Background: an optimization exercise with open tools, aiming at small area, a short achievable clock period and few clock cycles per item. Do not read the settings as production practice. At most, simulation tests tie the RTL to the original design; equivalence was not proved. Function not checked in runs 3 to 7: the RTL went through the layout flow alone. Power figures rest on the tool's default switching activity, not on a simulated workload.

==> flow/design.v <==
module mul_axil (
  input  logic        Clk,
  input  logic        arst_n,
  input  logic        s_awvalid,
  output logic        s_awready,
  input  logic [7:0]  s_awaddr,
  input  logic        s_wvalid,
  output logic        s_wready,
  input  logic [31:0] s_wdata,
  input  logic [3:0]  s_wstrb,
  output logic        s_bvalid,
  input  logic        s_bready,
  output logic [1:0]  s_bresp,
  input  logic        s_arvalid,
  output logic        s_arready,
  input  logic [7:0]  s_araddr,
  output logic        s_rvalid,
  input  logic        s_rready,
  output logic [31:0] s_rdata,
  output logic [1:0]  s_rresp
);
  logic        bvalid, rvalid;
  logic        bresp_err;
  logic [31:0] rdata;
  logic [15:0] opa, opb;
  logic wr_fire, rd_fire, ctrl_go;
  logic aw_a, aw_b, aw_c;
  assign wr_fire = s_awvalid & s_wvalid & ~bvalid;
  assign rd_fire = s_arvalid & ~rvalid;
  assign aw_a = (s_awaddr == 8'h00);
  assign aw_b = (s_awaddr == 8'h04);
  assign aw_c = (s_awaddr == 8'h08);
  assign ctrl_go = wr_fire & aw_c & s_wstrb[0] & s_wdata[0];
  always_ff @(posedge Clk or negedge arst_n) begin
    if (!arst_n) begin
      opa <= '0;
      opb <= '0;
    end else begin
      if (wr_fire & aw_a & s_wstrb[0]) opa[7:0]  <= s_wdata[7:0];
      if (wr_fire & aw_a & s_wstrb[1]) opa[15:8] <= s_wdata[15:8];
      if (wr_fire & aw_b & s_wstrb[0]) opb[7:0]  <= s_wdata[7:0];
      if (wr_fire & aw_b & s_wstrb[1]) opb[15:8] <= s_wdata[15:8];
    end
  end
  logic        busy;           
  logic        fin;            
  logic [1:0]  cnt;            
  logic [3:0]  dig;            
  logic [15:0] hs, hc;
  logic [3:0]  ps, pc;
  logic [11:0] lo;
  logic        done;
  function automatic logic [39:0] csa(input logic [19:0] x, input logic [19:0] y,
                                      input logic [19:0] z);
    logic [19:0] s, c;
    s = x ^ y ^ z;
    c = ((x & y) | (x & z) | (y & z)) << 1;
    csa = {s, c};
  endfunction
  logic [4:0]  pr;
  logic [19:0] r0, r1, r2, r3, r4, r5;
  logic [19:0] s1, c1, s2, c2, s3, c3, sn, cn;
  logic [19:0] sum;
  assign pr = {1'b0, ps & {4{busy}}} + {1'b0, pc & {4{busy}}};
  assign r0 = {4'h0, hs & {16{busy}}};
  assign r1 = {4'h0, hc & {16{busy}}};
  assign r2 = {4'h0, opb & {16{dig[0]}}};
  assign r3 = {3'h0, opb & {16{dig[1]}}, pr[4]};
  assign r4 = {2'h0, opb & {16{dig[2]}}, 2'h0};
  assign r5 = {1'h0, opb & {16{dig[3]}}, 3'h0};
  assign {s1, c1} = csa(r0, r1, r2);
  assign {s2, c2} = csa(r3, r4, r5);
  assign {s3, c3} = csa(s1, c1, s2);
  assign {sn, cn} = csa(s3, c3, c2);
  assign sum = {hs, ps} + {hc, pc};
  always_ff @(posedge Clk or negedge arst_n) begin
    if (!arst_n) begin
      hs   <= '0;
      hc   <= '0;
      ps   <= '0;
      pc   <= '0;
      lo   <= '0;
      cnt  <= '0;
      busy <= 1'b0;
      fin  <= 1'b0;
      done <= 1'b0;
    end else begin
      if (ctrl_go | busy) begin
        hs  <= sn[19:4];
        hc  <= cn[19:4];
        ps  <= sn[3:0];
        pc  <= cn[3:0];
        cnt <= cnt + 2'd1;
      end else if (fin) begin
        hs  <= sum[19:4];
        hc  <= '0;
        ps  <= sum[3:0];
        pc  <= '0;
      end
      if (busy) begin
        lo <= {pr[3:0], lo[11:4]};
      end
      if (ctrl_go) begin
        busy <= 1'b1;
      end else if (cnt == 2'd3) begin
        busy <= 1'b0;
      end
      fin <= busy & (cnt == 2'd3) & ~ctrl_go;
      if (ctrl_go) begin
        done <= 1'b0;
      end else if (busy & (cnt == 2'd1)) begin
        done <= 1'b1;
      end
    end
  end
  always_ff @(posedge Clk) begin
    if (busy) begin
      case (cnt)
        2'd1:    dig <= opa[11:8];
        2'd2:    dig <= opa[15:12];
        default: dig <= opa[3:0];
      endcase
    end else begin
      dig <= ctrl_go ? opa[7:4] : opa[3:0];
    end
  end
  logic sel_a, sel_b, sel_p, st_done, rd_err;
  logic [7:0] ra;
  assign ra = s_araddr;
  always_ff @(posedge Clk or negedge arst_n) begin
    if (!arst_n) begin
      bvalid <= 1'b0;
      rvalid <= 1'b0;
    end else begin
      if (wr_fire)       bvalid <= 1'b1;
      else if (s_bready) bvalid <= 1'b0;
      if (rd_fire)       rvalid <= 1'b1;
      else if (s_rready) rvalid <= 1'b0;
    end
  end
  always_ff @(posedge Clk) begin
    if (!bvalid) bresp_err <= ~(aw_a | aw_b | aw_c);
    if (!rvalid) begin
      sel_a   <= (ra == 8'h00);
      sel_b   <= (ra == 8'h04);
      sel_p   <= (ra == 8'h10) & ~busy;
      st_done <= (ra == 8'h0C) & done;
      rd_err  <= ~((ra == 8'h00) | (ra == 8'h04) | (ra == 8'h08) | (ra == 8'h0C)
                   | (ra == 8'h10));
    end
  end
  assign rdata = ({32{sel_p}} & {hs, ps, lo})
               | {16'h0, {16{sel_a}} & opa}
               | {16'h0, {16{sel_b}} & opb}
               | {31'h0, st_done};
  assign s_awready = ~bvalid;
  assign s_wready  = ~bvalid;
  assign s_bvalid  = bvalid;
  assign s_bresp   = {bresp_err, 1'b0};
  assign s_arready = ~rvalid;
  assign s_rvalid  = rvalid;
  assign s_rdata   = rdata;
  assign s_rresp   = {rd_err, 1'b0};
endmodule
==> flow/flow/run.sh <==
#!/bin/bash
# Standard layout, with plain buffers on the ports and resizing not tied to
# cell footprints. Each step's own log is also kept under orfs/logs/.
set -euo pipefail
bash standard.sh \
  "BUFFER_PORTS_ARGS=-buffer_cell sky130_fd_sc_hd__buf_2" \
  MATCH_CELL_FOOTPRINT=0 \
  finish > standard.log 2>&1
==> flow/standard.sh <==
#!/bin/bash
# synth_recipe.tcl (not shown) runs the flow's synth.tcl, then flattens the netlist and writes it again
# the make line also repeats each setting of config.mk as NAME=value (left out here)
make -C /OpenROAD-flow-scripts/flow DESIGN_CONFIG=/design/flow/config.mk WORK_HOME=/design/flow/orfs CLKGATE_MAP_FILE= SYNTH_SCRIPT=/design/flow/synth_recipe.tcl "${@:-finish}"
==> flow/config.mk <==
export PLATFORM = sky130hd
export DESIGN_NAME = mul_axil
export DESIGN_NICKNAME = mul_axil
export VERILOG_FILES = /design/flow/design.v
export SDC_FILE = /design/flow/constraint.sdc
export NUM_CORES = 4
export LEC_CHECK = 0
export ABC_CLOCK_PERIOD_IN_PS = 2200
export CAP_MARGIN = 20
export CORE_MARGIN = 2
export CORE_UTILIZATION = 60
export SETUP_SLACK_MARGIN = 0.7
export SLEW_MARGIN = 20
==> flow/constraint.sdc <==
create_clock -name core_clock -period 3.2 [get_ports {Clk}]
set_input_delay 0.6400 -clock core_clock [delete_from_list [all_inputs] [get_ports {Clk}]]
set_output_delay 0.6400 -clock core_clock [all_outputs]
set_load 0.01 [all_outputs]
==> summary.txt, run 1 <==
H-tree Lvls: 3
Cells along the critical path: buf_12 -> and2_4 -> fa_1 -> fa_1 -> fa_1 -> a21oi_2 -> o31ai_1
Clock sink count: 99
Number of maximum-capacitance constraint violations: 0
Switching fraction of total power: 0.274
Worst Path Buf+Inv: 1
Placeable core region: 0.0120 sq mm
Vias per cell: 5.93
Post-Syn Area: 0.00732 sq mm
Number of global-route vias before repair: 5,714
Clk buf depth: 2
Worst hold path type: in2async
CTS tree: built
Number of buffers created by CTS: 9
RSZ-0062 raised after global routing: true
Sum of overflow across all layers after global routing: 0
Sequential element share of the synthesized area: 0.340
Most frequently used cell type in the post-synthesis netlist: nand2_1
Post-layout minimum cycle time: 2.54 ns
Register bit total from synthesis: 99
Die width: 114 microns
FFs w/ async S/R, synth: 0.899
Number of top-level pins: 100
Worst skew pair latency: 0.35 ns
Number of antenna violations at the first check in global routing: 0
Worst path top cell family by delay: adder cells
Per-cell routed wire length: 18.5 microns
Critical-path top delay cell: fa_1
Cell depth of the worst flop-to-flop path: 7
Number of design-rule violations left by the first detailed-router iteration: 406
NumNets Final: 967
Share of power burned in registers: 0.507
Leak Pwr: 4.31 nW
VDD IR-drop max: 0.296 mV
Number of library cell types mapped by synthesis: 52
Detailed-router iteration count before antenna repair: 6
Leading post-synthesis cells by cell area: dfrtp_1 (30%), fa_1 (17%), mux2_2 (6.6%), nand2_1 (6.5%), and2_1 (6.2%)
Sum Neg Setup Slack: 0 ns
Critical path endpoint category: flip-flop
Max-slew headroom: 0.512
Share of layout cells above drive strength 1: 0.244
Crit path largest cell delay: 0.53 ns
Data arrival time at the worst-slack endpoint: 2.76 ns
Final GP Congestion: 0.825
Post-synth top area share: 0.304
Post-route fraction of the period consumed by the critical path: 0.795
Root buffer selected by CTS: clkbuf_16
Fin Clk Skew: 0.00713 ns
DRC Markers: 0
Post-route non-filler standard cell count: 970
Dominant synthesized flop cell: dfrtp_1
Clk pin slew, worst setup/hold paths: 0.07 ns
Total placed cells including tap cells: 942
Total power density per cell area: 324 mW/mm^2
Number of antenna-violating nets in the routed design: 0
Run status: timing/DRC/antenna clean
Syn-to-layout area delta: 14.3%
Net switching power: 742 uW
Number of cells produced by synthesis: 745
Final HPWL from detailed placement: 13,000 microns
Worst-path maximum fanout: 8
Internal Pwr Total: 1.97 mW
Number of vias in the routed layout: 5,749
Drt total wl: 18,000 microns
Maximum number of pins on one net before global-route repair: 54
Global-route wire length before repair: 29,200 microns
Most frequent CP cell: fa_1
Height of the chip: 114 microns
Final setup fails: 0
Maximum operating frequency: 393 MHz
Starting density of the core: 0.612
WS Path Type: reg2reg
Share of total power in combinational logic: 0.120
Data required time at the worst endpoint: 3.42 ns
Mean Syn Cell Area: 9.83 sq um
Worst hold margin: 0.329 ns
Post-synth top cells: nand2_1 (126), dfrtp_1 (89), and2_1 (72)
GRT Util Overall: 0.288
Number of standard-cell rows in the floorplan: 40
Count of yosys warnings during synthesis: 1
Count of input and output buffers: 79
Total inserted antenna cells: 0
Stages on the worst setup path: 7
Fin. max-slew vios: 0
Number of enable-type register cells in the synthesized netlist: 6
Die area: 0.0131 sq mm
Cell taking the most area after synthesis: dfrtp_1
Hold bufs inserted after CTS: 0
Endpoints failing hold: 0
Worst Max-Slew Pin Slew: 0.732 ns
Part of the power in the clock network: 0.373
Critical path startpoint category: flip-flop
==> area by class of cell <==
| type | count | area (sq um) |
|---|---|---|
| clock inverter | 4 | 31.3 |
| tap | 147 | 184 |
| inverter | 61 | 233 |
| sequential | 99 | 2510 |
| fill | 946 | 3590 |
| multi-input combinational | 546 | 4490 |
| timing repair buffer | 101 | 679 |
| clock buffer | 12 | 236 |
==> layer usage <==
metal / share of wire / GRT usage / vias to the layer above
met3: 0.062 / 0.0445 / 32
li1: - / - / 2645
met2: 0.49 / 0.465 / 212
met1: 0.43 / 0.404 / 2860
met5: 0 / 0 / -
met4: 0.021 / 0.0886 / 0
==> what timing repair did <==
item,4_1_cts,5_1_grt
setup endpoints to repair,63,24
gates resized for setup,18,33
cloned,0,3
pin swaps,0,12
setup buffers,3,6
==> per-stage QoR <==
stage | utilization | cell area [sq um] | setup slack, ns | total power, mW
CTS | 0.680 | 8140 | 0.678 | 2.72
global placement | 0.652 | 7800 | 0.409 | 1.70
global route | 0.700 | 8370 | 0.570 | 2.83
finish | 0.700 | 8370 | 0.656 | 2.71
detailed placement | 0.652 | 7800 | 0.404 | 1.71
floorplan | - | 7340 | 0.694 | 1.57
==> flip-flops by register name, summed over array words and instances (netlist names), 2 cells and up <==
name,count
hc,16
hs,16
opa,16
opb,16
lo,12
dig,4
ps,4
cnt,2
pc,2
==> layout by cell type (no fill, tap or decap), types with 5 or more instances in the layout <==
master / n
xnor2_1: 10
ha_1: 27
buf_12: 5
edfxtp_1: 6
a21oi_1: 32
and2_1: 69
a222oi_1: 15
dfrtp_1: 82
o21ai_0: 44
clkbuf_16: 11
fa_1: 58
mux2_2: 43
mux2i_1: 16
a22oi_1: 5
nor2_1: 15
a21o_1: 6
buf_4: 12
inv_1: 59
nand2_1: 123
buf_2: 78
dfrtp_2: 7
==> cell families after synthesis <==
group                    share of synthesized area
buffers and inverters                       0.0581
flip-flops                                   0.340
multiplexers                                0.0880
other                                     0.000512
AO/OA/AOI/OAI                                0.116
XOR/XNOR                                    0.0144
AND/OR/NAND/NOR                              0.166
adder cells (fa/ha/maj)                      0.217
==> power by group through the flow <==
| stage | Combinational (mW) | Sequential (mW) | Clock [mW] |
|---|---|---|---|
| 2_1_floorplan | 0.199 | 1.37 | 0 |
| 4_1_cts | 0.307 | 1.38 | 1.03 |
| 3_3_place_gp | 0.290 | 1.41 | 0 |
| 5_1_grt | 0.364 | 1.38 | 1.08 |
| 3_5_place_dp | 0.295 | 1.41 | 0 |
| 6_report | 0.325 | 1.37 | 1.01 |
==> worst paths after layout <==
path | startpoint | endpoint | slack [ns]
hold reg to reg | rvalid | rvalid | 0.50
hold / removal | arst_n | rvalid | 0.33
setup / recovery | busy | hs[11] | 0.66
min in group core_clock | s_bready | bvalid | 0.45
max in group asynchronous | arst_n | busy | 2.21
setup reg to reg | busy | hs[11] | 0.66
Testbench counts, summed over its fixed seeds: cycles 5,120, items 512.
==> inputs of run 2 (changes only) <==
==> flow/flow/run.sh (replaced) <==
#!/bin/bash
# Standard layout, with plain buffers on the ports, resizing not tied to
# cell footprints, and adders left to ABC instead of full-adder cells.
# Each step's own log is also kept under orfs/logs/.
set -euo pipefail
bash standard.sh \
  "BUFFER_PORTS_ARGS=-buffer_cell sky130_fd_sc_hd__buf_2" \
  MATCH_CELL_FOOTPRINT=0 \
  ADDER_MAP_FILE= \
  finish > standard.log 2>&1
--- a/flow/config.mk
+++ b/flow/config.mk
@@ -7,3 +7,2 @@
 export LEC_CHECK = 0
-export ABC_CLOCK_PERIOD_IN_PS = 2200
 export CAP_MARGIN = 20
@@ -11,3 +10,3 @@
 export CORE_UTILIZATION = 60
-export SETUP_SLACK_MARGIN = 0.7
+export SETUP_SLACK_MARGIN = 1.0
 export SLEW_MARGIN = 20
==> run 2 against run 1 <==
Net effect: maximum frequency down 9.7%; register-to-register slack worse by 0.27 ns; sequential share of layout area down 1.4 points; highest routed layer unchanged.
==> summary.txt, run 2 <==
Run status: timing/DRC/antenna clean
Total power: 3.03 mW
Max-slew headroom: 0.468
Fin. max-slew vios: 0
Minimum setup slack among reg-to-reg paths: 0.38 ns
Number of standard-cell rows in the floorplan: 40
Syn-to-layout area delta: 16.6%
Total inserted antenna cells: 0
Share of layout cells above drive strength 1: 0.254
Sum Neg Setup Slack: 0 ns
Combined area of the multi-input logic cells: 0.00488 sq mm
Part of the power in the clock network: 0.372
Fin Clk Skew: 0.00886 ns
Total placed cells including tap cells: 1,090
Final GP Congestion: 0.846
Number of library cell types mapped by synthesis: 65
Clk pin slew, worst setup/hold paths: 0.08 ns
Worst Path Buf+Inv: 1
Count of yosys warnings during synthesis: 1
Worst skew pair latency: 0.36 ns
Maximum operating frequency: 355 MHz
Post-Syn Area: 0.00753 sq mm
Height of the chip: 116 microns
Top sig layer: met4
Global-route wire length before repair: 31,500 microns
Number of cells produced by synthesis: 891
Share of power burned in registers: 0.478
Final core occ: 0.725
Sequential element share of the synthesized area: 0.330
Worst hold path type: in2async
Critical-path top delay cell: o41a_1
Total power density per cell area: 345 mW/mm^2
Final setup fails: 0
Number of top-level pins: 100
Number of enable-type register cells in the synthesized netlist: 6
H-tree Lvls: 3
Number of vias in the routed layout: 6,629
CTS tree: built
Met1 routed wirelength after detailed routing: 8230 microns
Number of antenna violations at the first check in global routing: 0
Internal Pwr Total: 2.11 mW
Share of total power in combinational logic: 0.150
Placeable core region: 0.0121 sq mm
Commonest non-fill, non-tap cells in the layout: nand2_1 (161), buf_2 (78), dfrtp_1 (77)
Number of global-route vias before repair: 6,336
Met3 wire length: 1170 microns
Sum of overflow across all layers after global routing: 0
Hold bufs inserted after CTS: 0
Switching fraction of total power: 0.304
Leading cell type in the layout, fill and taps excluded: nand2_1
Number of design-rule violations left by the first detailed-router iteration: 593
Post-synth top cells: nand2_1 (161), dfrtp_1 (89), xor2_1 (72)
Most frequently used cell type in the post-synthesis netlist: nand2_1
Number of maximum-capacitance constraint violations: 0
Cell taking the most area after synthesis: dfrtp_1
Number of buffers created by CTS: 9
DRC Markers: 0
Clk buf depth: 2
GRT Util Overall: 0.302
Endpoints failing hold: 0
Starting density of the core: 0.622
Count of input and output buffers: 79
Data required time at the worst endpoint: 3.44 ns
Worst path top cell family by delay: compound AO/OA/AOI/OAI gates
Register bit total from synthesis: 99
Drt total wl: 19,600 microns
Maximum number of pins on one net before global-route repair: 55
Die width: 116 microns
Cells along the critical path: xor2_1 -> and3b_2 -> a21boi_4 -> a2111oi_2 -> buf_4 -> o41a_1 -> o31ai_1 -> xor2_1 -> nor3_1 -> o31a_1
Post-synth top area share: 0.296
Post-route fraction of the period consumed by the critical path: 0.881
Root buffer selected by CTS: clkbuf_16
Combined flip-flop and latch cell area: 0.00251 sq mm
FFs w/ async S/R, synth: 0.899
Worst-path maximum fanout: 4
NumNets Final: 1,017
Clock sink count: 99
Critical path startpoint category: flip-flop
Mean Syn Cell Area: 8.46 sq um
Pre-CTS WS: 0.265 ns
Final HPWL from detailed placement: 13,600 microns
Post-layout minimum cycle time: 2.82 ns
Detailed-routed wire length on met2: 9780 microns
Worst setup margin: 0.381 ns
Worst Max-Slew Pin Slew: 0.799 ns
Leading post-synthesis cells by cell area: dfrtp_1 (30%), xor2_1 (8.4%), xnor2_1 (8.1%), nand2_1 (8.0%), mux2_2 (7.2%)
Number of antenna-violating nets in the routed design: 0
Critical path endpoint category: flip-flop
Post-route non-filler standard cell count: 1,131
Fillers: 968
WS Path Type: reg2reg
Per-cell routed wire length: 17.3 microns
Dominant synthesized flop cell: dfrtp_1
Crit path largest cell delay: 0.49 ns
Detailed-router iteration count before antenna repair: 7
Die area: 0.0135 sq mm
RSZ-0062 raised after global routing: true
Data arrival time at the worst-slack endpoint: 3.06 ns
Leak Pwr: 3.79 nW
Most frequent CP cell: xor2_1
Net switching power: 919 uW
Vias per cell: 5.86
VDD IR-drop max: 0.443 mV
[run 2: cell count changes after synthesis, moves of 26 or more]
cell     before  now
nand2_1     126  161
nor2_1       17   55
ha_1         28    0
fa_1         62    0
and2_1       72   18
nand3_1       4   30
xnor2_1      10   70
inv_1        61   19
xor2_1        2   72
maj3_1        0   31
[run 2: worst reg2reg max path, delay by kind of cell, from the launching register on]
kind / cells / cell delay, ns
XOR/XNOR: 2 / 0.40
AO/OA/AOI/OAI: 5 / 1.38
flip-flops: 1 / 0.44
AND/OR/NAND/NOR: 2 / 0.34
buffers and inverters: 1 / 0.16
[run 2: routing by layer]
metal,up-vias,global-route usage
li1,3172,-
met1,3173,0.376
met2,245,0.526
met3,39,0.0638
met4,0,0.0976
met5,-,0
[run 2: area by class of cell]
cell class / instances / share of cell area
Clock inverter: 7 / 0.00926
Tap cell: 168 / 0.0239
Multi-Input combinational cell: 704 / 0.555
Clock buffer: 9 / 0.0256
Inverter: 20 / 0.00855
Sequential cell: 99 / 0.286
Timing Repair Buffer: 124 / 0.0910
[run 2: cells by family after synthesis]
family / Yosys count / share of synthesized area
muxes: 58 / 0.0850
DFF: 99 / 0.330
buffers and inverters: 89 / 0.0501
other: 1 / 0.000498
adders and majority gates: 31 / 0.0412
and+or+nand+nor: 323 / 0.193
AOI/OAI and AO/OA: 146 / 0.129
xor gates and xnor gates: 144 / 0.171
[run 2: power groups by stage]
stage          Sequential, mW  Combinational (mW)  Clock (mW)
2_1_floorplan            1.41               0.277           0
3_3_place_gp             1.48               0.339           0
3_5_place_dp             1.48               0.347           0
4_1_cts                  1.44               0.418        1.15
5_1_grt                  1.46               0.500        1.20
6_report                 1.45               0.454        1.13
[run 2: path summary, 6_finish.rpt]
| check | from | to | depth (start not counted) |
|---|---|---|---|
| max | hc[1] | hs[12] | 10 |
| min | arst_n | hs[7] | 1 |
| max reg2reg | hc[1] | hs[12] | 10 |
| min reg2reg | rvalid | rvalid | 1 |
| max in group asynchronous | arst_n | hs[1] | 2 |
| min in group core_clock | s_rready | rvalid | 2 |
[run 2: per-stage QoR]
stage          hold WS (ns)  cell area [sq um]
2_1_floorplan         0.344               7580
3_3_place_gp          0.476               8060
3_5_place_dp          0.485               8060
4_1_cts               0.361               8610
5_1_grt               0.399               8780
6_report              0.341               8780
[run 2: what timing repair did]
item / in CTS / in global routing
cloned: 0 / 0
resized for setup: 29 / 29
pin swaps: 14 / 19
setup buffers: 18 / 7
endpoints found under the setup margin: 59 / 72
==> inputs of run 3 (changes only) <==
--- a/flow/design.v
+++ b/flow/design.v
@@ -52,2 +52,3 @@
   logic        done;
+  logic        has;            
   function automatic logic [39:0] csa(input logic [19:0] x, input logic [19:0] y,
@@ -75,9 +76,20 @@
   assign sum = {hs, ps} + {hc, pc};
+  always_ff @(posedge Clk) begin
+    if (ctrl_go | busy) begin
+      hs <= sn[19:4];
+      hc <= cn[19:4];
+      ps <= sn[3:0];
+      pc <= cn[3:0];
+    end else if (fin) begin
+      hs <= sum[19:4];
+      hc <= '0;
+      ps <= sum[3:0];
+      pc <= '0;
+    end
+    if (busy) begin
+      lo <= {pr[3:0], lo[11:4]};
+    end
+  end
   always_ff @(posedge Clk or negedge arst_n) begin
     if (!arst_n) begin
-      hs   <= '0;
-      hc   <= '0;
-      ps   <= '0;
-      pc   <= '0;
-      lo   <= '0;
       cnt  <= '0;
@@ -86,17 +98,6 @@
       done <= 1'b0;
+      has  <= 1'b0;
     end else begin
       if (ctrl_go | busy) begin
-        hs  <= sn[19:4];
-        hc  <= cn[19:4];
-        ps  <= sn[3:0];
-        pc  <= cn[3:0];
         cnt <= cnt + 2'd1;
-      end else if (fin) begin
-        hs  <= sum[19:4];
-        hc  <= '0;
-        ps  <= sum[3:0];
-        pc  <= '0;
-      end
-      if (busy) begin
-        lo <= {pr[3:0], lo[11:4]};
       end
@@ -104,2 +105,3 @@
         busy <= 1'b1;
+        has  <= 1'b1;
       end else if (cnt == 2'd3) begin
@@ -145,3 +147,3 @@
       sel_b   <= (ra == 8'h04);
-      sel_p   <= (ra == 8'h10) & ~busy;
+      sel_p   <= (ra == 8'h10) & ~busy & has;
       st_done <= (ra == 8'h0C) & done;
==> flow/flow/run.sh (replaced) <==
#!/bin/bash
# Standard layout, with plain buffers on the ports and resizing not tied to
# cell footprints. Each step's own log is also kept under orfs/logs/.
set -euo pipefail
bash standard.sh \
  "BUFFER_PORTS_ARGS=-buffer_cell sky130_fd_sc_hd__buf_2" \
  MATCH_CELL_FOOTPRINT=0 \
  finish > standard.log 2>&1
==> run 3 against run 2 <==
Net effect: still clean on timing, DRC and antenna; sequential share of layout area grew 3.1 points; critical path depth fell by 2; power fell by 5.8%; non-clock buffer count up 6; cell count down 17%; register-to-register slack is essentially flat; cell area fell by 0.11%; count of clock-buffer cells in the layout rose by 3; first-iteration DRC count shrank 9.6%; critical path type unchanged; critical endpoint is now hs[11].
==> summary.txt, run 3 <==
Leak Pwr: 3.93 nW
Number of design-rule violations left by the first detailed-router iteration: 536
Sum of overflow across all layers after global routing: 0
Worst setup margin: 0.392 ns
Critical path endpoint category: flip-flop
Worst Path Buf+Inv: 1
Number of antenna-violating nets in the routed design: 0
WS Path Type: reg2reg
Area after detailed placement: 0.00766 sq mm
Post-Syn Area: 0.00712 sq mm
Data arrival time at the worst-slack endpoint: 2.91 ns
Global-route wire length before repair: 28,300 microns
Detailed-router iteration count before antenna repair: 17
Sum Neg Setup Slack: 0 ns
Cells along the critical path: nand2_2 -> fa_1 -> fa_1 -> inv_1 -> fa_2 -> nand2_1 -> o311ai_1 -> or3_1
RSZ-0062 raised after global routing: true
Combined area of the multi-input logic cells: 0.00426 sq mm
Critical path startpoint: busy
Register bit total from synthesis: 100
Number of library cell types mapped by synthesis: 57
Most frequently used cell type in the post-synthesis netlist: nand2_1
Die area: 0.0127 sq mm
H-tree Lvls: 3
GRT Util Overall: 0.291
Global routing usage on met1: 0.404
FFs w/ async S/R, synth: 0.400
Final GP Congestion: 0.874
Final instance area: 0.00877 sq mm
Number of top-level pins: 100
Post-synth top area share: 0.236
Most frequent CP cell: fa_1
Post-route fraction of the period consumed by the critical path: 0.878
Sequential element share of the synthesized area: 0.388
CTS tree: built
Clk pin slew, worst setup/hold paths: 0.07 ns
Number of vias in the routed layout: 5,539
Number of enable-type register cells in the synthesized netlist: 56
Clock sink count: 100
Post-synth top cells: nand2_1 (125), inv_1 (78), fa_1 (62)
Height of the chip: 113 microns
Minimum setup slack among reg-to-reg paths: 0.39 ns
Starting density of the core: 0.618
Most heavily used metal layer in global routing: met2
Die width: 113 microns
Per-cell routed wire length: 19.6 microns
Worst path top cell family by delay: adder cells
Worst-path maximum fanout: 5
Critical path startpoint category: flip-flop
Combined flip-flop and latch cell area: 0.00278 sq mm
Syn-to-layout area delta: 23.3%
Leading cell type in the layout, fill and taps excluded: nand2_1
Data required time at the worst endpoint: 3.31 ns
DRC Markers: 0
VDD IR-drop max: 0.326 mV
Fillers: 787
Mean Syn Cell Area: 10.6 sq um
Leading post-synthesis cells by cell area: edfxtp_1 (24%), fa_1 (17%), dfrtp_1 (14%), nand2_1 (6.6%), mux2_2 (5.1%)
Number of antenna violations at the first check in global routing: 0
Endpoints failing hold: 0
Count of input and output buffers: 79
Cell taking the most area after synthesis: edfxtp_1
Critical-path top delay cell: dfrtp_4
Count of yosys warnings during synthesis: 1
Vias per cell: 5.93
Dominant synthesized flop cell: edfxtp_1
Total inserted antenna cells: 0
Total power density per cell area: 325 mW/mm^2
Share of layout cells above drive strength 1: 0.335
Drt total wl: 18,300 microns
Number of cells produced by synthesis: 673
Number of global-route vias before repair: 5,510
Worst Max-Slew Pin Slew: 0.935 ns
Met3 routing resource usage after global routing: 0.0546
Number of maximum-capacitance constraint violations: 0
Worst skew pair latency: 0.36 ns
Crit path largest cell delay: 0.53 ns
Post-layout minimum cycle time: 2.81 ns
Max-slew headroom: 0.376
Maximum number of pins on one net before global-route repair: 41
Maximum operating frequency: 356 MHz
Launching point of the worst reg2reg path: busy
Worst hold path type: in2async
Fin Clk Skew: 0.00561 ns
Global routing usage on met2: 0.468
Pre-CTS WS: 0.198 ns
Fin. max-slew vios: 0
Run status: timing/DRC/antenna clean
Final setup fails: 0
Placeable core region: 0.0115 sq mm
Root buffer selected by CTS: clkbuf_16
Number of standard-cell rows in the floorplan: 39
Commonest non-fill, non-tap cells in the layout: nand2_1 (102), buf_2 (78), inv_1 (74)
NumNets Final: 935
Final HPWL from detailed placement: 12,200 microns
Number of buffers created by CTS: 9
Clk buf depth: 2
-- run 3: changes by cell type in the layout (fill, tap and decap cells not counted), moves of 42 or more --
| cell | previous run | this run |
|---|---|---|
| xor2_1 | 70 | 7 |
| nand2_1 | 161 | 102 |
| fa_1 | 0 | 53 |
| dfrtp_1 | 77 | 35 |
| xnor2_1 | 69 | 7 |
| edfxtp_1 | 6 | 56 |
| inv_1 | 19 | 74 |
-- run 3: per-stage QoR --
| stage | std cells | hold WS, ns | util | power [mW] |
|---|---|---|---|---|
| 5_1_grt | 934 | 0.451 | 0.762 | 2.93 |
| 3_3_place_gp | 878 | 0.432 | 0.665 | 1.70 |
| 4_1_cts | 923 | 0.433 | 0.727 | 2.83 |
| 2_1_floorplan | 674 | 0.344 | - | 1.60 |
| 3_5_place_dp | 878 | 0.444 | 0.665 | 1.71 |
| 6_report | 934 | 0.422 | 0.762 | 2.85 |
-- run 3: worst register-to-register path: stages (launching register included) --
cell,delay [ns]
dfrtp_4,0.53
nand2_2,0.09
fa_1,0.45
fa_1,0.51
inv_1,0.05
fa_2,0.42
nand2_1,0.08
o311ai_1,0.09
or3_1,0.35
-- run 3: what timing repair did --
action	4_1_cts	5_1_grt
hold buffers	0	0
endpoints found under the hold margin	0	0
pin swaps	20	36
endpoints found under the setup margin	74	90
cloned	0	3
gates resized for setup	55	71
buffers inserted	29	8
-- run 3: cell families (layout without fill, tap and decap cells) --
logic type / after synthesis / after routing / share of synthesized area
multiplexers: 36 / 36 / 0.0563
flip-flops: 100 / 100 / 0.388
XOR/XNOR: 15 / 15 / 0.0185
other: 1 / 2 / 0.000527
AO/OA/AOI/OAI: 89 / 89 / 0.0860
buffers and inverters: 108 / 225 / 0.0635
adder cells (fa/ha/maj): 90 / 90 / 0.224
AND/OR/NAND/NOR: 234 / 234 / 0.163
-- run 3: cell type report --
class	count	area share
multi-input combinational	466	0.486
sequential	100	0.317
timing repair buffer	130	0.110
inverter	79	0.0339
clock buffer	12	0.0294
tap	143	0.0204
clock inverter	4	0.00371
-- run 3: report_power, final --
group / switching (mW) / internal (mW) / leakage, nW
sequential: 0.0308 / 1.38 / 1.07
clock: 0.516 / 0.582 / 0.143
combinational: 0.190 / 0.149 / 2.72
total: 0.737 / 2.12 / 3.93
-- run 3: per-layer routing --
layer / share of wire / vias up
li1: - / 2488
met1: 0.42 / 2799
met2: 0.50 / 229
met3: 0.070 / 23
met4: 0.016 / 0
met5: 0 / -
-- run 3: final timing paths --
check	endpoint	cells after the start
worst max register to register	hs[11]	8
max in group asynchronous	busy	1
worst max-delay path	hs[11]	8
min in group core_clock	bvalid	2
worst min-delay path	opb[9]	1
worst min register to register	lo[3]	0
==> inputs of run 4 (changes only) <==
--- a/flow/design.v
+++ b/flow/design.v
@@ -50,5 +50,5 @@
   logic [3:0]  ps, pc;
+  logic [19:0] hi;
   logic [11:0] lo;
   logic        done;
-  logic        has;            
   function automatic logic [39:0] csa(input logic [19:0] x, input logic [19:0] y,
@@ -63,4 +63,3 @@
   logic [19:0] s1, c1, s2, c2, s3, c3, sn, cn;
-  logic [19:0] sum;
-  assign pr = {1'b0, ps & {4{busy}}} + {1'b0, pc & {4{busy}}};
+  assign pr = {1'b0, ps} + {1'b0, pc};
   assign r0 = {4'h0, hs & {16{busy}}};
@@ -68,3 +67,3 @@
   assign r2 = {4'h0, opb & {16{dig[0]}}};
-  assign r3 = {3'h0, opb & {16{dig[1]}}, pr[4]};
+  assign r3 = {3'h0, opb & {16{dig[1]}}, pr[4] & busy};
   assign r4 = {2'h0, opb & {16{dig[2]}}, 2'h0};
@@ -75,18 +74,7 @@
   assign {sn, cn} = csa(s3, c3, c2);
-  assign sum = {hs, ps} + {hc, pc};
   always_ff @(posedge Clk) begin
-    if (ctrl_go | busy) begin
-      hs <= sn[19:4];
-      hc <= cn[19:4];
-      ps <= sn[3:0];
-      pc <= cn[3:0];
-    end else if (fin) begin
-      hs <= sum[19:4];
-      hc <= '0;
-      ps <= sum[3:0];
-      pc <= '0;
-    end
-    if (busy) begin
-      lo <= {pr[3:0], lo[11:4]};
-    end
+    hs <= sn[19:4];
+    hc <= cn[19:4];
+    ps <= sn[3:0];
+    pc <= cn[3:0];
   end
@@ -94,2 +82,4 @@
     if (!arst_n) begin
+      hi   <= '0;
+      lo   <= '0;
       cnt  <= '0;
@@ -98,4 +88,9 @@
       done <= 1'b0;
-      has  <= 1'b0;
     end else begin
+      if (busy) begin
+        lo  <= {pr[3:0], lo[11:4]};
+      end
+      if (fin) begin
+        hi  <= {hs, ps} + {hc, pc};
+      end
       if (ctrl_go | busy) begin
@@ -105,3 +100,2 @@
         busy <= 1'b1;
-        has  <= 1'b1;
       end else if (cnt == 2'd3) begin
@@ -109,3 +103,3 @@
       end
-      fin <= busy & (cnt == 2'd3) & ~ctrl_go;
+      fin <= busy & (cnt == 2'd3);
       if (ctrl_go) begin
@@ -147,3 +141,3 @@
       sel_b   <= (ra == 8'h04);
-      sel_p   <= (ra == 8'h10) & ~busy & has;
+      sel_p   <= (ra == 8'h10) & ~busy;
       st_done <= (ra == 8'h0C) & done;
@@ -153,3 +147,3 @@
   end
-  assign rdata = ({32{sel_p}} & {hs, ps, lo})
+  assign rdata = ({32{sel_p}} & {hi, lo})
                | {16'h0, {16{sel_a}} & opa}
--- a/flow/config.mk
+++ b/flow/config.mk
@@ -10,3 +10,3 @@
 export CORE_UTILIZATION = 60
-export SETUP_SLACK_MARGIN = 1.0
+export SETUP_SLACK_MARGIN = 0.7
 export SLEW_MARGIN = 20
==> run 4 against run 3 <==
Net effect: largest power group is now clock; synthesized cell count is 0.45% higher; non-clock buffer count is 43 lower; power is 24% higher; register-to-register slack better by 0.37 ns.
==> summary.txt, run 4 <==
Run status: timing/DRC/antenna clean
Max reg flops: 20
Number of buffers created by CTS: 17
Worst-path maximum fanout: 6
Hold bufs inserted after CTS: 0
Post-route fraction of the period consumed by the critical path: 0.763
Maximum number of pins on one net before global-route repair: 33
Number of enable-type register cells in the synthesized netlist: 6
Post-route non-filler standard cell count: 911
Count of yosys warnings during synthesis: 1
Biggest register: hi
VDD IR-drop max: 0.388 mV
Number of design-rule violations left by the first detailed-router iteration: 383
Clock sink count: 118
Sequential element share of the synthesized area: 0.387
Most frequently used cell type in the post-synthesis netlist: nand2_1
Max-slew headroom: 0.588
Global-route wire length before repair: 27,300 microns
Cell taking the most area after synthesis: dfrtp_1
Data required time at the worst endpoint: 3.50 ns
Worst Max-Slew Pin Slew: 0.618 ns
GRT Util Overall: 0.276
Dominant synthesized flop cell: dfrtp_1
Final core occ: 0.721
Syn-to-layout area delta: 15.8%
Fin Clk Skew: 0.00641 ns
WS Path Type: reg2reg
DRC Markers: 0
Sum of overflow across all layers after global routing: 0
Placeable core region: 0.0115 sq mm
Number of antenna violations at the first check in global routing: 0
Total inserted antenna cells: 0
Data arrival time at the worst-slack endpoint: 2.74 ns
Drt total wl: 16,100 microns
Number of library cell types mapped by synthesis: 56
Post-Syn Area: 0.00717 sq mm
Mean Syn Cell Area: 10.6 sq um
Die width: 113 microns
Vias per cell: 5.83
Number of standard-cell rows in the floorplan: 39
Root buffer selected by CTS: clkbuf_16
Detailed-router iteration count before antenna repair: 6
H-tree Lvls: 4
Starting density of the core: 0.623
Critical path endpoint category: flip-flop
Maximum operating frequency: 410 MHz
Share of layout cells above drive strength 1: 0.253
Number of maximum-capacitance constraint violations: 0
FFs w/ async S/R, synth: 0.602
Worst skew pair latency: 0.42 ns
Worst Path Buf+Inv: 2
Crit path largest cell delay: 0.55 ns
Die area: 0.0128 sq mm
Sum Neg Setup Slack: 0 ns
Height of the chip: 113 microns
Endpoints failing hold: 0
Leak Pwr: 4.10 nW
Number of global-route vias before repair: 5,554
Pre-CTS WS: 0.558 ns
Per-cell routed wire length: 17.6 microns
Total placed cells including tap cells: 876
Number of antenna-violating nets in the routed design: 0
Critical path startpoint category: flip-flop
Fin. max-slew vios: 0
Cells along the critical path: and2_1 -> fa_1 -> inv_1 -> fa_1 -> inv_1 -> fa_1
Minimum setup slack among reg-to-reg paths: 0.76 ns
Total power density per cell area: 428 mW/mm^2
Most frequent CP cell: fa_1
Critical-path top delay cell: fa_1
RSZ-0062 raised after global routing: false
Leading cell type in the layout, fill and taps excluded: nand2_1
Final HPWL from detailed placement: 12,300 microns
NumNets Final: 902
Clk pin slew, worst setup/hold paths: 0.06 ns
Worst path top cell family by delay: adder cells
Register bit total from synthesis: 118
Post-layout minimum cycle time: 2.44 ns
Worst hold margin: 0.177 ns
CTS tree: built
Post-synth top area share: 0.248
Commonest non-fill, non-tap cells in the layout: nand2_1 (111), buf_2 (79), inv_1 (72)
Worst hold path type: in2async
Clk buf depth: 2
Leading post-synthesis cells by cell area: dfrtp_1 (25%), fa_1 (17%), dfxtp_1 (11%), mux2_2 (8.5%), nand2_1 (5.8%)
Count of input and output buffers: 79
Final setup fails: 0
Number of top-level pins: 100
Number of cells produced by synthesis: 676
Post-synth top cells: nand2_1 (111), inv_1 (72), dfrtp_1 (71)
Final GP Congestion: 0.869
Worst setup margin: 0.759 ns
Number of vias in the routed layout: 5,311
## run 4: per-stage QoR
stage / area [sq um] / power (mW)
2_1_floorplan: 7180 / 1.65
3_3_place_gp: 7660 / 1.73
3_5_place_dp: 7660 / 1.73
4_1_cts: 8260 / 3.56
5_1_grt: 8300 / 3.66
6_report: 8300 / 3.55
## run 4: cell families after synthesis
family	share of synthesized area
other	0.000523
XOR/XNOR	0.00977
adder cells (fa/ha/maj)	0.216
buffers and inverters	0.0550
flip-flops	0.387
multiplexers	0.0911
AND/OR/NAND/NOR	0.141
AO/OA/AOI/OAI	0.0986
## run 4: report_power, final
| part | leakage, nW | internal [mW] | switching (mW) |
|---|---|---|---|
| combinational | 2.45 | 0.0639 | 0.0951 |
| clock | 0.286 | 1.15 | 0.690 |
| sequential | 1.37 | 1.52 | 0.0362 |
| total | 4.10 | 2.73 | 0.821 |
## run 4: cell type report
class,instances,area [sq um]
clock buffers,20,478
fillers,858,3220
inverters,72,270
repair buffers,87,482
flip-flops and latches,118,2780
clock inverters,12,101
multi-input cells,459,4010
well taps,143,179
## run 4: layer usage
| layer | part of all wire | GRT usage | wire (microns) | up-vias |
|---|---|---|---|---|
| li1 | - | - | - | 2442 |
| met1 | 0.44 | 0.363 | 7030 | 2675 |
| met2 | 0.48 | 0.456 | 7790 | 169 |
| met3 | 0.061 | 0.0675 | 979 | 25 |
| met4 | 0.016 | 0.0846 | 265 | 0 |
| met5 | 0 | 0 | 0 | - |
## run 4: worst reg2reg max path: stages, from the launching register on
cell and delay [ns]:
dfrtp_2 0.46, and2_1 0.19, fa_1 0.54, inv_1 0.06
fa_1 0.56, inv_1 0.06, fa_1 0.46
## run 4: what timing repair did
action,CTS,global route
setup buffers,1,2
hold endpoints to repair,0,0
gates resized for setup,5,4
endpoints found under the setup margin,36,8
## run 4: worst paths after layout
path | start | end | cells after the start
worst min register to register | hi[14] | hi[14] | 2
worst max-delay path | opb[0] | ps[3] | 6
max in group asynchronous | arst_n | opb[0] | 2
worst min-delay path | arst_n | opa[3] | 1
min in group core_clock | s_rready | rvalid | 2
worst max register to register | opb[0] | ps[3] | 6
==> inputs of run 5 (changes only) <==
--- a/flow/config.mk
+++ b/flow/config.mk
@@ -10,3 +10,3 @@
 export CORE_UTILIZATION = 60
-export SETUP_SLACK_MARGIN = 0.7
+export SETUP_SLACK_MARGIN = 1.0
 export SLEW_MARGIN = 20
==> run 5 against run 4 <==
Net effect: sequential share of layout area shrank 0.80 points; global-route usage grew 0.52 points; setup slack gained 0.075 ns; still clean on timing, DRC and antenna; clock skew shrank 0.0012 ns; synthesized cell count is the same; die area is the same; core utilization grew 2.3 points; largest power group unchanged; critical path type unchanged; cell area grew 3.1%.
==> summary.txt, run 5 <==
Max-slew headroom: 0.372
Dominant combinational cell family by area after synthesis: adder cells
Root buffer selected by CTS: clkbuf_16
Number of top-level pins: 100
Leak Pwr: 4.19 nW
Post-synth top area share: 0.248
Final core occ: 0.743
Pre-CTS WS: 0.634 ns
H-tree Lvls: 4
Leading cell type in the layout, fill and taps excluded: nand2_1
Multiplexer area fraction after synthesis: 0.0911
Final setup fails: 0
Total inserted antenna cells: 0
Number of antenna-violating nets in the routed design: 0
Worst setup margin: 0.834 ns
Die area: 0.0128 sq mm
Most frequently used cell type in the post-synthesis netlist: nand2_1
Number of design-rule violations left by the first detailed-router iteration: 428
Fin. max-slew vios: 0
Post-layout minimum cycle time: 2.37 ns
Worst hold path type: in2async
Critical path startpoint category: flip-flop
Worst-path maximum fanout: 22
Sum Neg Setup Slack: 0 ns
RSZ-0062 raised after global routing: true
Max reg flops: 20
Endpoints failing hold: 0
Final GP Congestion: 0.888
Starting density of the core: 0.623
Register bit total from synthesis: 118
Number of library cell types mapped by synthesis: 56
Share of layout cells above drive strength 1: 0.279
Cell taking the most area after synthesis: dfrtp_1
Detailed-router iteration count before antenna repair: 6
Number of standard-cell rows in the floorplan: 39
Count of input and output buffers: 79
Number of enable-type register cells in the synthesized netlist: 6
VDD IR-drop max: 0.387 mV
Post-route fraction of the period consumed by the critical path: 0.739
NumNets Final: 914
Global-route wire length before repair: 27,500 microns
Drt total wl: 16,700 microns
Total power density per cell area: 436 mW/mm^2
Maximum operating frequency: 423 MHz
Per-cell routed wire length: 18.1 microns
Vias per cell: 5.82
Total power: 3.73 mW
Dominant synthesized flop cell: dfrtp_1
Critical path endpoint category: flip-flop
Number of global-route vias before repair: 5,598
Clock sink count: 118
Data required time at the worst endpoint: 3.48 ns
Worst Max-Slew Pin Slew: 0.942 ns
Xor-xnor portion of the synthesized cell area: 0.00977
Post-synth top cells: nand2_1 (111), inv_1 (72), dfrtp_1 (71)
Sum of overflow across all layers after global routing: 0
Final HPWL from detailed placement: 12,000 microns
DRC Markers: 0
Die width: 113 microns
Syn-to-layout area delta: 19.4%
Placeable core region: 0.0115 sq mm
Share of the synthesized area in compound gates (AO/OA/AOI/OAI): 0.0986
Run status: timing/DRC/antenna clean
Height of the chip: 113 microns
Fin Clk Skew: 0.00520 ns
Commonest non-fill, non-tap cells in the layout: nand2_1 (110), buf_2 (79), inv_1 (72)
Number of cells produced by synthesis: 676
GRT Util Overall: 0.281
Count of yosys warnings during synthesis: 1
Number of maximum-capacitance constraint violations: 0
Simple-gate portion of the synthesized area: 0.141
Maximum number of pins on one net before global-route repair: 41
Clk buf depth: 2
Number of vias in the routed layout: 5,374
Hold bufs inserted after CTS: 0
Mean Syn Cell Area: 10.6 sq um
Number of buffers created by CTS: 17
CTS tree: built
Worst skew pair latency: 0.41 ns
Worst hold margin: 0.372 ns
Post-Syn Area: 0.00717 sq mm
Biggest register: hi
Leading post-synthesis cells by cell area: dfrtp_1 (25%), fa_1 (17%), dfxtp_1 (11%), mux2_2 (8.5%), nand2_1 (5.8%)
Post-Synth Adder-Cell Area: 0.216
Number of antenna violations at the first check in global routing: 0
WS Path Type: reg2reg
Sequential element share of the synthesized area: 0.387
Data arrival time at the worst-slack endpoint: 2.64 ns
Clk pin slew, worst setup/hold paths: 0.05 ns
Fillers: 842
FFs w/ async S/R, synth: 0.602
## run 5: cell types whose count changed in the layout (fill, tap and decap cells not counted), sizes merged
| cell | previous run | this run |
|---|---|---|
| buf | 86 | 98 |
| bufinv | 1 | 3 |
| clkbuf | 21 | 26 |
| clkinv | 9 | 2 |
## run 5: kinds of logic (layout without fill, tap and decap cells)
family	after synthesis	count (layout)
simple gates	207	207
xor+xnor	8	8
fa+ha+maj	88	88
compound gates	96	96
other cells	1	2
flops	118	118
buf+inv	100	203
mux	58	58
## run 5: timing repair
action                     4_1_cts  5_1_grt
pin swaps                        9       14
setup endpoints to repair       70       46
resized for setup               20       14
cloned                           1        0
buffers inserted                12        3
## run 5: critical path, cell delays in order, from the launching register on
cell and delay, ns:
dfrtp_2 0.43, buf_12 0.18, nand2_1 0.08, fa_1 0.50, fa_1 0.51, inv_1 0.06, fa_1 0.47
## run 5: layout make-up
| type | instances | area, sq um | share of cell area |
|---|---|---|---|
| clock buffer | 25 | 515 | 0.0602 |
| clock inverter | 7 | 115 | 0.0134 |
| inverter | 72 | 270 | 0.0316 |
| multi-input combinational | 459 | 4060 | 0.474 |
| sequential | 118 | 2800 | 0.327 |
| tap | 143 | 179 | 0.0209 |
| timing repair buffer | 99 | 619 | 0.0723 |
## run 5: power by group
part	leakage, nW	internal, mW	switching, mW	total, mW
combinational	2.53	0.0757	0.109	0.185
clock	0.306	1.35	0.658	2.00
sequential	1.36	1.52	0.0262	1.54
total	4.19	2.94	0.793	3.73
## run 5: layer usage
metal | GRT usage | routed length (microns)
met3 | 0.0750 | 1030
met5 | 0 | 0
met2 | 0.469 | 8250
met1 | 0.367 | 7210
met4 | 0.0756 | 261
## run 5: final timing paths
check	start	endpoint	slack, ns	cells after the start
worst max-delay path	busy	hs[0]	0.83	6
worst min-delay path	arst_n	opa[3]	0.37	1
worst max register to register	busy	hs[0]	0.83	6
worst min register to register	hi[14]	hi[14]	0.47	2
max in group asynchronous	arst_n	opb[14]	2.02	2
min in group core_clock	s_rready	rvalid	0.40	2
## run 5: through the flow
stage,cell area (sq um),cells
detailed placement,7670,875
CTS,8500,920
global placement,7670,875
floorplan,7220,677
global route,8560,923
finish,8560,923
==> inputs of run 6 (changes only) <==
--- a/flow/config.mk
+++ b/flow/config.mk
@@ -10,3 +10,3 @@
 export CORE_UTILIZATION = 60
-export SETUP_SLACK_MARGIN = 1.0
+export SETUP_SLACK_MARGIN = 1.3
 export SLEW_MARGIN = 20
==> run 6 against run 5 <==
Net effect: area after synthesis unchanged; setup slack gained 0.051 ns; still clean on timing, DRC and antenna; cell area up 4.6%; worst hold slack worse by 0.087 ns; critical path type unchanged; maximum frequency up 2.2%; flip-flop and latch count stayed put; non-clock buffer count up 15.
==> summary.txt, run 6 <==
Vias per cell: 5.82
Dominant synthesized flop cell: dfrtp_1
Worst Max-Slew Pin Slew: 0.730 ns
Launching point of the worst reg2reg path: busy
Global-route wire length before repair: 28,000 microns
Number of global-route vias before repair: 5,648
Number of standard-cell rows in the floorplan: 39
Clock sink count: 118
Critical path startpoint category: flip-flop
Share of total power in combinational logic: 0.055
Max reg flops: 20
Number of enable-type register cells in the synthesized netlist: 6
Register bit total from synthesis: 118
Starting density of the core: 0.623
Endpoints failing hold: 0
Count of input and output buffers: 79
Post-synth top cells: nand2_1 (111), inv_1 (72), dfrtp_1 (71)
Worst hold margin: 0.284 ns
Die area: 0.0128 sq mm
Critical-path top delay cell: fa_1
Fin. max-slew vios: 0
Height of the chip: 113 microns
Total inserted antenna cells: 0
Run status: timing/DRC/antenna clean
Worst Path Buf+Inv: 2
Net switching power: 800 uW
H-tree Lvls: 4
Number of vias in the routed layout: 5,459
RSZ-0062 raised after global routing: true
Number of library cell types mapped by synthesis: 56
Sequential element share of the synthesized area: 0.387
Clk pin slew, worst setup/hold paths: 0.06 ns
Most frequently used cell type in the post-synthesis netlist: nand2_1
Number of cells produced by synthesis: 676
GRT Util Overall: 0.284
Internal Pwr Total: 2.85 mW
Final setup fails: 0
Syn-to-layout area delta: 24.9%
Commonest non-fill, non-tap cells in the layout: nand2_1 (108), buf_2 (78), inv_1 (70)
Worst skew pair latency: 0.41 ns
Leak Pwr: 4.28 nW
Final HPWL from detailed placement: 12,100 microns
Cell taking the most area after synthesis: dfrtp_1
Number of design-rule violations left by the first detailed-router iteration: 349
Critical path endpoint category: flip-flop
Total power density per cell area: 408 mW/mm^2
Post-route fraction of the period consumed by the critical path: 0.723
Critical R2R Capture: ps[3]
Sum Neg Setup Slack: 0 ns
Die width: 113 microns
Leading cell type in the layout, fill and taps excluded: nand2_1
Clk buf depth: 2
Placeable core region: 0.0115 sq mm
Maximum operating frequency: 432 MHz
Number of maximum-capacitance constraint violations: 0
Worst-path maximum fanout: 10
Most frequent CP cell: fa_1
Post-Syn Area: 0.00717 sq mm
Switching fraction of total power: 0.219
Data required time at the worst endpoint: 3.49 ns
Detailed-router iteration count before antenna repair: 8
Worst path top cell family by delay: adder cells
Cell depth of the worst flop-to-flop path: 6
Share of layout cells above drive strength 1: 0.340
Post-layout minimum cycle time: 2.32 ns
WS Path Type: reg2reg
Worst hold path type: in2async
Max-slew headroom: 0.514
Number of buffers created by CTS: 17
Number of antenna violations at the first check in global routing: 0
NumNets Final: 929
Crit path largest cell delay: 0.51 ns
Share of power burned in registers: 0.423
CTS tree: built
Number of top-level pins: 100
Final core occ: 0.778
Minimum setup slack among reg-to-reg paths: 0.88 ns
Leading post-synthesis cells by cell area: dfrtp_1 (25%), fa_1 (17%), dfxtp_1 (11%), mux2_2 (8.5%), nand2_1 (5.8%)
Data arrival time at the worst-slack endpoint: 2.60 ns
Drt total wl: 17,200 microns
Number of antenna-violating nets in the routed design: 0
Maximum number of pins on one net before global-route repair: 45
Hold bufs inserted after CTS: 0
Cells along the critical path: buf_4 -> nand2_2 -> fa_1 -> fa_1 -> inv_1 -> fa_1
Part of the power in the clock network: 0.522
Post-synth top area share: 0.248
Root buffer selected by CTS: clkbuf_16
Fin Clk Skew: 0.00662 ns
Per-cell routed wire length: 18.4 microns
VDD IR-drop max: 0.384 mV
Final GP Congestion: 0.866
Mean Syn Cell Area: 10.6 sq um
DRC Markers: 0
FFs w/ async S/R, synth: 0.602
Biggest register: hi
Fillers: 759
Sum of overflow across all layers after global routing: 0
Count of yosys warnings during synthesis: 1
run 6: layer usage:
metal	track usage	wire, microns
met1	0.367	7390
met3	0.0718	1010
met2	0.471	8480
met4	0.0984	361
met5	0	0
run 6: timing repair:
item,in CTS,in global routing
endpoints found under the setup margin,111,114
pin swaps,37,24
setup buffers,26,4
cloned,0,1
endpoints found under the hold margin,0,0
resized for setup,66,31
run 6: through the flow:
step / power (mW) / setup WS (ns) / instance area, sq um / std cells
2_1_floorplan: 1.65 / 0.906 / 7260 / 677
3_3_place_gp: 1.73 / 0.681 / 7720 / 875
3_5_place_dp: 1.73 / 0.642 / 7720 / 875
4_1_cts: 3.67 / 0.903 / 8740 / 933
5_1_grt: 3.77 / 0.809 / 8950 / 938
6_report: 3.65 / 0.885 / 8950 / 938
run 6: logic make-up (layout without fill, tap and decap cells):
family                   count (synthesis)  after routing  share of synthesized area
AO/OA/AOI/OAI                           96             96                     0.0986
XOR/XNOR                                 8              8                    0.00977
adder cells (fa/ha/maj)                 88             88                      0.216
buffers and inverters                  100            218                     0.0550
flip-flops                             118            118                      0.387
multiplexers                            58             58                     0.0911
other                                    1              2                   0.000523
AND/OR/NAND/NOR                        207            207                      0.141
run 6: worst max-delay path by stage:
stage / startpoint / end / slack, ns / depth (start not counted)
final: busy / ps[3] / 0.88 / 6
after CTS: busy / hs[1] / 0.90 / 6
after global placement: dig[0] / ps[3] / 0.68 / 5
after detailed placement: dig[0] / hs[8] / 0.64 / 5
after global routing: busy / hs[2] / 0.81 / 6
after floorplan: busy / ps[3] / 0.91 / 8
run 6: cell type report:
| cell class | count | area, sq um | area share |
|---|---|---|---|
| multi-input cells | 459 | 4350 | 0.486 |
| flip-flops and latches | 118 | 2810 | 0.314 |
| repair buffers | 114 | 757 | 0.0845 |
| clock buffers | 21 | 460 | 0.0514 |
| inverters | 72 | 270 | 0.0302 |
| well taps | 143 | 179 | 0.0200 |
| clock inverters | 11 | 130 | 0.0145 |
run 6: power groups by stage:
stage | clock network, mW | registers (mW) | logic [mW]
final | 1.91 | 1.55 | 0.200
after global routing | 2.00 | 1.55 | 0.221
after CTS | 1.93 | 1.54 | 0.196
after detailed placement | 0 | 1.60 | 0.139
after global placement | 0 | 1.59 | 0.135
after floorplan | 0 | 1.57 | 0.0861
run 6: worst register-to-register path, delay by kind of cell, from the launching register on:
| family | cells | cell delay, ns |
|---|---|---|
| AND/OR/NAND/NOR | 1 | 0.07 |
| buffers and inverters | 2 | 0.25 |
| adder cells (fa/ha/maj) | 3 | 1.43 |
| flip-flops | 1 | 0.44 |
==> inputs of run 7 (changes only) <==
--- a/flow/config.mk
+++ b/flow/config.mk
@@ -10,3 +10,5 @@
 export CORE_UTILIZATION = 60
-export SETUP_SLACK_MARGIN = 1.3
+export CTS_BUF_LIST = sky130_fd_sc_hd__clkbuf_4 sky130_fd_sc_hd__clkbuf_8
+export CTS_CLUSTER_SIZE = 30
+export SETUP_SLACK_MARGIN = 0.7
 export SLEW_MARGIN = 20
==> run 7 against run 6 <==
Net effect: still clean on timing, DRC and antenna; combinational power down 13%; clock power down about 30%; sequential share of layout area up 2.8 points; cell area down 9.2%; die area unchanged; worst hold slack worse by 0.13 ns; non-clock buffer count down 24; count of clock-buffer cells in the layout down 2; largest power group is now registers; highest routed layer unchanged.
==> summary.txt, run 7 <==
Run status: timing/DRC/antenna clean
Starting density of the core: 0.623
FFs w/ async S/R, synth: 0.602
Post-route non-filler standard cell count: 914
Post-synth top cells: nand2_1 (111), inv_1 (72), dfrtp_1 (71)
Area after detailed placement: 0.00766 sq mm
Number of cells produced by synthesis: 676
Post-layout minimum cycle time: 2.42 ns
Count of yosys warnings during synthesis: 1
Leading cell type in the layout, fill and taps excluded: nand2_1
Data arrival time at the worst-slack endpoint: 2.74 ns
Detailed-router iteration count before antenna repair: 6
Net switching power: 748 uW
Total power: 3.06 mW
Share of the synthesized area in compound gates (AO/OA/AOI/OAI): 0.0986
Critical R2R Capture: ps[3]
Number of buffers created by CTS: 17
Fin. max-slew vios: 0
Pre-CTS WS: 0.558 ns
Post-synth top area share: 0.248
Number of design-rule violations left by the first detailed-router iteration: 341
Sum of overflow across all layers after global routing: 0
Height of the chip: 113 microns
Critical path startpoint category: flip-flop
VDD IR-drop max: 0.407 mV
Final HPWL from detailed placement: 12,300 microns
GRT Util Overall: 0.268
WS Path Type: reg2reg
Number of maximum-capacitance constraint violations: 0
Clk buf depth: 2
Post-route fraction of the period consumed by the critical path: 0.758
Fillers: 877
Data required time at the worst endpoint: 3.52 ns
RSZ-0062 raised after global routing: false
Sequential element share of the synthesized area: 0.387
CTS tree: built
Maximum operating frequency: 413 MHz
Cell depth of the worst flop-to-flop path: 6
Maximum number of pins on one net before global-route repair: 33
Worst Max-Slew Pin Slew: 0.619 ns
Placeable core region: 0.0115 sq mm
Cell taking the most area after synthesis: dfrtp_1
Worst-path maximum fanout: 6
Critical path capture point: ps[3]
Worst hold path type: in2async
Total power density per cell area: 376 mW/mm^2
Simple-gate portion of the synthesized area: 0.141
Global-route wire length before repair: 26,700 microns
Biggest register: hi
Root buffer selected by CTS: clkbuf_8
Number of top-level pins: 100
Share of power burned in registers: 0.505
Fin Clk Skew: 0.0111 ns
Endpoints failing hold: 0
Per-cell routed wire length: 17.2 microns
Drt total wl: 15,800 microns
Total placed cells including tap cells: 876
Launching point of the worst reg2reg path: opb[0]
Post-Synth Adder-Cell Area: 0.216
Max-slew headroom: 0.588
Hold bufs inserted after CTS: 0
Clock sink count: 118
Register bit total from synthesis: 118
Part of the power in the clock network: 0.438
Worst skew pair latency: 0.44 ns
Number of global-route vias before repair: 5,471
H-tree Lvls: 4
Xor-xnor portion of the synthesized cell area: 0.00977
Leak Pwr: 4.03 nW
Number of standard-cell rows in the floorplan: 39
Worst setup margin: 0.776 ns
Final core occ: 0.706
Mean Syn Cell Area: 10.6 sq um
Sum Neg Setup Slack: 0 ns
Dominant combinational cell family by area after synthesis: adder cells
Post-Syn Area: 0.00717 sq mm
Number of vias in the routed layout: 5,331
Clk pin slew, worst setup/hold paths: 0.07 ns
Total inserted antenna cells: 0
Commonest non-fill, non-tap cells in the layout: nand2_1 (111), buf_2 (79), inv_1 (72)
Combined flip-flop and latch cell area: 0.00278 sq mm
Vias per cell: 5.83
Count of input and output buffers: 79
Leading post-synthesis cells by cell area: dfrtp_1 (25%), fa_1 (17%), dfxtp_1 (11%), mux2_2 (8.5%), nand2_1 (5.8%)
Multiplexer area fraction after synthesis: 0.0911
Number of antenna violations at the first check in global routing: 0
Share of layout cells above drive strength 1: 0.256
Number of antenna-violating nets in the routed design: 0
Final setup fails: 0
Share of total power in combinational logic: 0.057
Minimum setup slack among reg-to-reg paths: 0.78 ns
Critical path endpoint category: flip-flop
Dominant synthesized flop cell: dfrtp_1
Syn-to-layout area delta: 13.4%
Final instance area: 0.00813 sq mm
Final GP Congestion: 0.869
Combined area of the multi-input logic cells: 0.00401 sq mm
Die area: 0.0128 sq mm
Number of enable-type register cells in the synthesized netlist: 6
Max reg flops: 20
DRC Markers: 0
Critical path startpoint: opb[0]
Internal Pwr Total: 2.31 mW
Number of library cell types mapped by synthesis: 56
NumNets Final: 905
Die width: 113 microns
Worst hold margin: 0.153 ns
Most frequently used cell type in the post-synthesis netlist: nand2_1
Switching fraction of total power: 0.244
run 7: metal layers:
| metal | global-route usage | part of all wire | up-vias |
|---|---|---|---|
| met2 | 0.443 | 0.49 | 167 |
| met5 | 0 | 0 | - |
| met1 | 0.359 | 0.44 | 2693 |
| met3 | 0.0659 | 0.063 | 13 |
| met4 | 0.0667 | 0.0095 | 0 |
| li1 | - | - | 2458 |
run 7: kinds of logic after synthesis:
kind of cell	Yosys count
AOI/OAI and AO/OA	96
xor gates and xnor gates	8
adders and majority gates	88
buffers and inverters	100
DFF	118
muxes	58
other	1
and+or+nand+nor	207
run 7: layout make-up:
cell class,instances,share of cell area
clock buffer,19,0.0322
clock inverter,13,0.0162
inverter,72,0.0332
multi-input combinational,459,0.493
sequential,118,0.342
tap,143,0.0220
timing repair buffer,90,0.0615
run 7: worst min-delay path by stage:
stage / startpoint / endpoint / slack (ns) / depth (start not counted)
final: arst_n / opa[3] / 0.15 / 1
after global routing: arst_n / lo[10] / 0.17 / 1
after CTS: arst_n / lo[10] / 0.14 / 1
after detailed placement: hi[14] / hi[14] / 0.46 / 2
after global placement: hi[6] / hi[6] / 0.45 / 1
after floorplan: arst_n / busy / 0.34 / 0
run 7: power by group through the flow:
stage | Combinational, mW | Clock (mW) | Sequential (mW)
final | 0.174 | 1.34 | 1.54
after global routing | 0.195 | 1.42 | 1.55
after CTS | 0.147 | 1.36 | 1.56
after detailed placement | 0.137 | 0 | 1.59
after global placement | 0.133 | 0 | 1.59
after floorplan | 0.0836 | 0 | 1.57
run 7: critical path: stages (launching register included):
cell and delay (ns):
dfrtp_2 0.46, and2_1 0.18, fa_1 0.53, inv_1 0.06
fa_1 0.55, inv_1 0.06, fa_1 0.46
run 7: repair_timing:
item,in CTS,in global routing
gates resized for setup,5,3
setup buffers,1,5
endpoints found under the setup margin,52,21

what the ideal ports hide:
In the flow no input, the clock included, has a driving cell. The finished layouts below were timed again as built, in two steps. Step 1 sets driving cells, clkbuf_16 on the clock port and buf_2 on the other inputs (assumed; they add their load-dependent delay and slew). Step 2 times the ports against the registers' clock, not the clock port: input delays grow and output delays shrink by t, the midpoint of the rising clock arrivals with the driver on. Three values: no drivers, after step 1, after step 2; two values: the first two.
run | shift t [ns] | slack for setup (ns) | slew at the worst register clock pin (ns) | pins driven straight from the clock port
run 1 | 0.387 | 0.656 / 0.656 / 0.487 | 0.07 / 0.07 | 1
run 2 | 0.401 | 0.381 / 0.381 / 0.381 | 0.08 / 0.08 | 1
run 3 | 0.398 | 0.392 / 0.392 / 0.392 | 0.07 / 0.07 | 1
run 4 | 0.461 | 0.759 / 0.722 / 0.615 | 0.06 / 0.06 | 1
run 5 | 0.451 | 0.834 / 0.834 / 0.720 | 0.05 / 0.05 | 1
run 6 | 0.456 | 0.885 / 0.885 / 0.822 | 0.06 / 0.06 | 1
run 7 | 0.467 | 0.776 / 0.776 / 0.563 | 0.08 / 0.08 | 1
After both steps every run listed still meets setup and hold. The setup slack of run 7, which loses most, moves by 0.000 ns with the drivers and by -0.213 ns with both steps.
